Source: an optimization exercise on an open RTL-to-GDS flow (aim: small area). Production flows keep margins and buffers that such runs may drop. The RTL was checked by simulation tests, not by an equivalence proof against the original design. Power figures rest on the tool's default switching activity, not on a simulated workload.

**design.v**
```verilog
module register_file #(
  parameter int unsigned WORD_WIDTH = 32,
  parameter int unsigned SEL_WIDTH  = 5,
  parameter int unsigned NUM_REGS   = 32
) (
  input  logic                  clock,
  input  logic                  reset,
  input  logic                  left_read_enable,
  input  logic [SEL_WIDTH-1:0]  left_read_number,
  output logic [WORD_WIDTH-1:0] left_read_bus,
  input  logic                  right_read_enable,
  input  logic [SEL_WIDTH-1:0]  right_read_number,
  output logic [WORD_WIDTH-1:0] right_read_bus,
  input  logic                  write_enable,
  input  logic [SEL_WIDTH-1:0]  write_number,
  input  logic [WORD_WIDTH-1:0] write_bus
);
  logic [WORD_WIDTH-1:0] regs [NUM_REGS];
  logic write_valid_c;
  logic left_valid_c;
  logic right_valid_c;
  assign write_valid_c = 32'(write_number)      < NUM_REGS;
  assign left_valid_c  = 32'(left_read_number)  < NUM_REGS;
  assign right_valid_c = 32'(right_read_number) < NUM_REGS;
  always_ff @(posedge clock or negedge reset) begin
    if (!reset) begin
      for (int i = 0; i < int'(NUM_REGS); i++) begin
        regs[i] <= '0;
      end
    end else if (write_enable && write_valid_c) begin
      regs[write_number] <= write_bus;
    end
  end
  always_comb begin
    left_read_bus = '0;
    if (reset && left_read_enable && left_valid_c) begin
      if (write_enable && (left_read_number == write_number)) begin
        left_read_bus = write_bus;
      end else begin
        left_read_bus = regs[left_read_number];
      end
    end
  end
  always_comb begin
    right_read_bus = '0;
    if (reset && right_read_enable && right_valid_c) begin
      if (write_enable && (right_read_number == write_number)) begin
        right_read_bus = write_bus;
      end else begin
        right_read_bus = regs[right_read_number];
      end
    end
  end
endmodule
```
**run.sh**
```bash
#!/bin/bash
# synth_recipe.tcl (not shown) runs the flow's synth.tcl, then flattens the netlist and writes it again
# the make line also repeats each setting of config.mk as NAME=value (left out here)
make -C /OpenROAD-flow-scripts/flow DESIGN_CONFIG=/design/flow/config.mk WORK_HOME=/design/flow/orfs CLKGATE_MAP_FILE= SYNTH_SCRIPT=/design/flow/synth_recipe.tcl finish
```
**config.mk**
```make
export PLATFORM = sky130hd
export DESIGN_NAME = register_file
export DESIGN_NICKNAME = register_file
export VERILOG_FILES = /design/flow/design.v
export SDC_FILE = /design/flow/constraint.sdc
export NUM_CORES = 4
export LEC_CHECK = 0
export CAP_MARGIN = 20
export CORE_MARGIN = 2
export CORE_UTILIZATION = 30
export SLEW_MARGIN = 20
```
**constraint.sdc**
```tcl
create_clock -name core_clock -period 8.0 [get_ports {clock}]
set_input_delay 1.6000 -clock core_clock [delete_from_list [all_inputs] [get_ports {clock}]]
set_output_delay 1.6000 -clock core_clock [all_outputs]
set_load 0.01 [all_outputs]
```
==> summary.txt <==
cell families (layout without fill, tap and decap cells):
group / count (synthesis) / in the layout
XOR/XNOR: 10 / 10
AND/OR/NAND/NOR: 1095 / 1095
other: 0 / 32
AO/OA/AOI/OAI: 1004 / 1004
flip-flops: 1024 / 1024
multiplexers: 1039 / 1039
buffers and inverters: 492 / 611
metrics by stage:
| stage | cell area (sq um) | cells | power [W] |
|---|---|---|---|
| 3_5_place_dp | 58300 | 6919 | 0.00937 |
| 5_1_grt | 62200 | 7129 | 0.0153 |
| 6_report | 62200 | 7155 | 0.0150 |
| 2_1_floorplan | 53000 | 4664 | 0.00813 |
| 3_3_place_gp | 58200 | 6915 | 0.00930 |
| 4_1_cts | 62100 | 7120 | 0.0148 |
power breakdown:
part / total (W) / internal [W] / leakage, nW / switching, W
Combinational: 0.00218 / 0.00105 / 12.3 / 0.00113
Clock: 0.00549 / 0.00314 / 1.84 / 0.00235
Sequential: 0.00730 / 0.00619 / 13.1 / 0.00110
final cells by class:
type	count	area (sq um)
fillers	17300	114000
clock inverters	49	623
repair buffers	402	3570
multi-input cells	3148	26200
clock buffers	152	3160
flip-flops and latches	1024	25600
inverters	8	30.0
well taps	2340	2930
diodes	32	80.1
worst max-delay path: stages:
cell	delay, ns
buf_2	0.60
and3b_1	0.67
buf_4	0.41
and3_1	0.19
a2111oi_0	0.38
nand4_1	0.16
nor4_1	0.85
o21ai_0	0.43
clkdlybuf4s50_1	0.60
worst paths after layout:
path	start	end	slack [ns]	cells past startpoint
setup / recovery	left_read_number[0]	left_read_bus[9]	0.45	9
setup reg to reg	regs[8][0]$_DFFE_PN0P_	regs[8][0]$_DFFE_PN0P_	6.99	1
hold reg to reg	regs[20][13]$_DFFE_PN0P_	regs[20][13]$_DFFE_PN0P_	0.52	1
min in group asynchronous	reset	regs[0][31]$_DFFE_PN0P_	0.84	1
hold / removal	regs[20][13]$_DFFE_PN0P_	regs[20][13]$_DFFE_PN0P_	0.52	1
max in group asynchronous	reset	regs[1][12]$_DFFE_PN0P_	4.12	4
routing by layer:
metal,GRT usage,vias up,share of wire
met5,0.00317,-,0.00067
met1,0.393,25200,0.35
met2,0.452,5337,0.39
li1,-,18100,-
met3,0.143,1984,0.15
met4,0.269,31,0.11
layout by cell type, fill, tap and decap left out, drive strengths merged, types with 24 or more instances in the layout:
cell           netlist  final
clkdlybuf4s50        0     91
nor2                98     98
o21ai              122    122
a2111oi            124    124
nand4              142    142
mux2              1031   1031
buf                166    311
a21oi               36     36
a22oi              591    591
nand2              145    145
nand3              146    146
diode                0     32
dfrtp             1024   1024
a221oi              32     32
nor3                24     24
nand3b              25     25
and3               372    372
nor4                51     51
clkbuf             318    152
==> flow_metrics.env <==
export IMPL_status="no timing/DRC/antenna violations"
export IMPL_slew_violations=0
export IMPL_first_pass_iters=9
export IMPL_fin_ws_ns=0.455
export IMPL_hpwl_microns=184000
export IMPL_fin_util=0.354
export IMPL_cts_sinks=1024
export IMPL_area_growth_pct=17.4
export IMPL_async_reset_ff_frac=1.00
export IMPL_grt_pass1_vias=47800
export IMPL_gp_congestion=1.01
export IMPL_crit_path_start_kind="input port"
export IMPL_critPathMaxFanout=32
export IMPL_io_pin_count=116
export IMPL_root_buffer="clkbuf_16"
export IMPL_rsz0062_at_grt="false"
export IMPL_ys_seq_area_frac=0.483
export IMPL_largest_register_ffs=1024
export IMPL_skew_ns=0
export IMPL_cts_tree="built"
export IMPL_cts_inserted_buffers=108
export IMPL_synth_flop_cell="dfrtp_1"
export IMPL_row_count=154
export IMPL_required_ns=6.40
export IMPL_coreArea_sq_um=176000
export IMPL_die_area_sq_um=180000
export IMPL_ctsResizeCount=0
export IMPL_setup_viol=0
export IMPL_clk_latency_ns=0.76
export IMPL_setup_tns_final_ns=0
export IMPL_power_density_nw_per_um2=240
export IMPL_post_route_drc_count=0
export IMPL_max_clock_freq_ghz=0.133
export IMPL_dieHeight_microns=424
export IMPL_yosys_area_top_type="dfrtp_1"
export IMPL_drt_iter0_markers=10100
export IMPL_grt_antenna_before_repair=35
export IMPL_synth_adder_area_share=0
export IMPL_htree_levels=3
export IMPL_yosysWarnings=2
export IMPL_top_register="regs"
export IMPL_synth_cell_types=69
export IMPL_synth_top_family_by_area="multiplexers"
export IMPL_drive_gt1_frac=0.348
export IMPL_synth_compound_area_frac=0.141
export IMPL_synthMuxAreaShare=0.221
export IMPL_grt_overflow=0
export IMPL_synth_xor_area_share=0.00165
export IMPL_leakagePower_nw=27.3
export IMPL_avgSynthCellArea_sq_um=11.4
export IMPL_synthTopCellsByArea="dfrtp_1 (48%), mux2_2 (22%), a22oi_1 (8.4%)"
export IMPL_tightest_slew_ns=1.33
export IMPL_port_buffers=115
export IMPL_syn_inst=4664
export IMPL_wire_per_inst_microns=42.5
export IMPL_synth_most_common_cell="mux2_2"
export IMPL_synthSimpleGateAreaFrac=0.117
export IMPL_drv_cap=0
export IMPL_hp_class="reg2reg"
export IMPL_fin_crit_ns=7.55
export IMPL_grt_max_degree=167
export IMPL_start_util=0.301
export IMPL_clkSlewWorstSetupHoldPaths_ns=0.06
export IMPL_num_vias=50600
export IMPL_synth_edf_count=0
export IMPL_slew_headroom=0.111
export IMPL_grt_first_pass_wirelength_microns=411000
export IMPL_min_period_over_period=0.943
export IMPL_cp_arrival_ns=5.95
export IMPL_grtUsageTotal=0.328
export IMPL_viasPerCell=7.08
export IMPL_antenna_left=0
export IMPL_fin_nets=4744
export IMPL_cts_max_path_buffers=3
export IMPL_post_place_ws_ns=0.859
export IMPL_top_regs="regs x1024"
export IMPL_hold_viol=0
export IMPL_die_x_microns=424
export IMPL_cts_setup_buffers=0
export IMPL_crit_type="in2out"
export IMPL_ys_ff_latch=1024
export IMPL_synth_area_sq_um=53000
export IMPL_ir_drop_v=0.000197
export IMPL_syn_nets=4716
export IMPL_drt_wl_total_microns=304000
export IMPL_fin_hold_ws_ns=0.515
export IMPL_crit_path_end_kind="primary output"
export IMPL_cts_hold_repair_buffers=0
export IMPL_synth_top_cells_by_count="mux2_2 (1027), dfrtp_1 (1024), a22oi_1 (591)"
export IMPL_synth_top_area_share=0.483

static timing again, ports no longer ideal:
Ports are ideal in the flow. The routed layout listed here was re-timed in OpenROAD.
Step 1 sets driving cells, clkbuf_16 on the clock port and buf_2 on the other inputs (assumed; they add their load-dependent delay and slew).
Step 2 also shifts input and output timing later by t, the mid clock arrival at the registers, as if the neighbouring blocks saw the same clock.
Slacks: ideal / step 1 / step 2; pairs: ideal / step 1.
t (ns): 0.861
setup WS [ns]: 0.455 / 0.312 / 0.312
worst hold slack (ns): 0.515 / 0.515 / 0.515
clock arrival spread, ns: 0.046 / 0.045
slew at the worst register clock pin (ns): 0.07 / 0.07
After both steps setup and hold are still met in this run. The setup slack of this run moves by -0.143 ns with the drivers and by -0.143 ns with both steps.
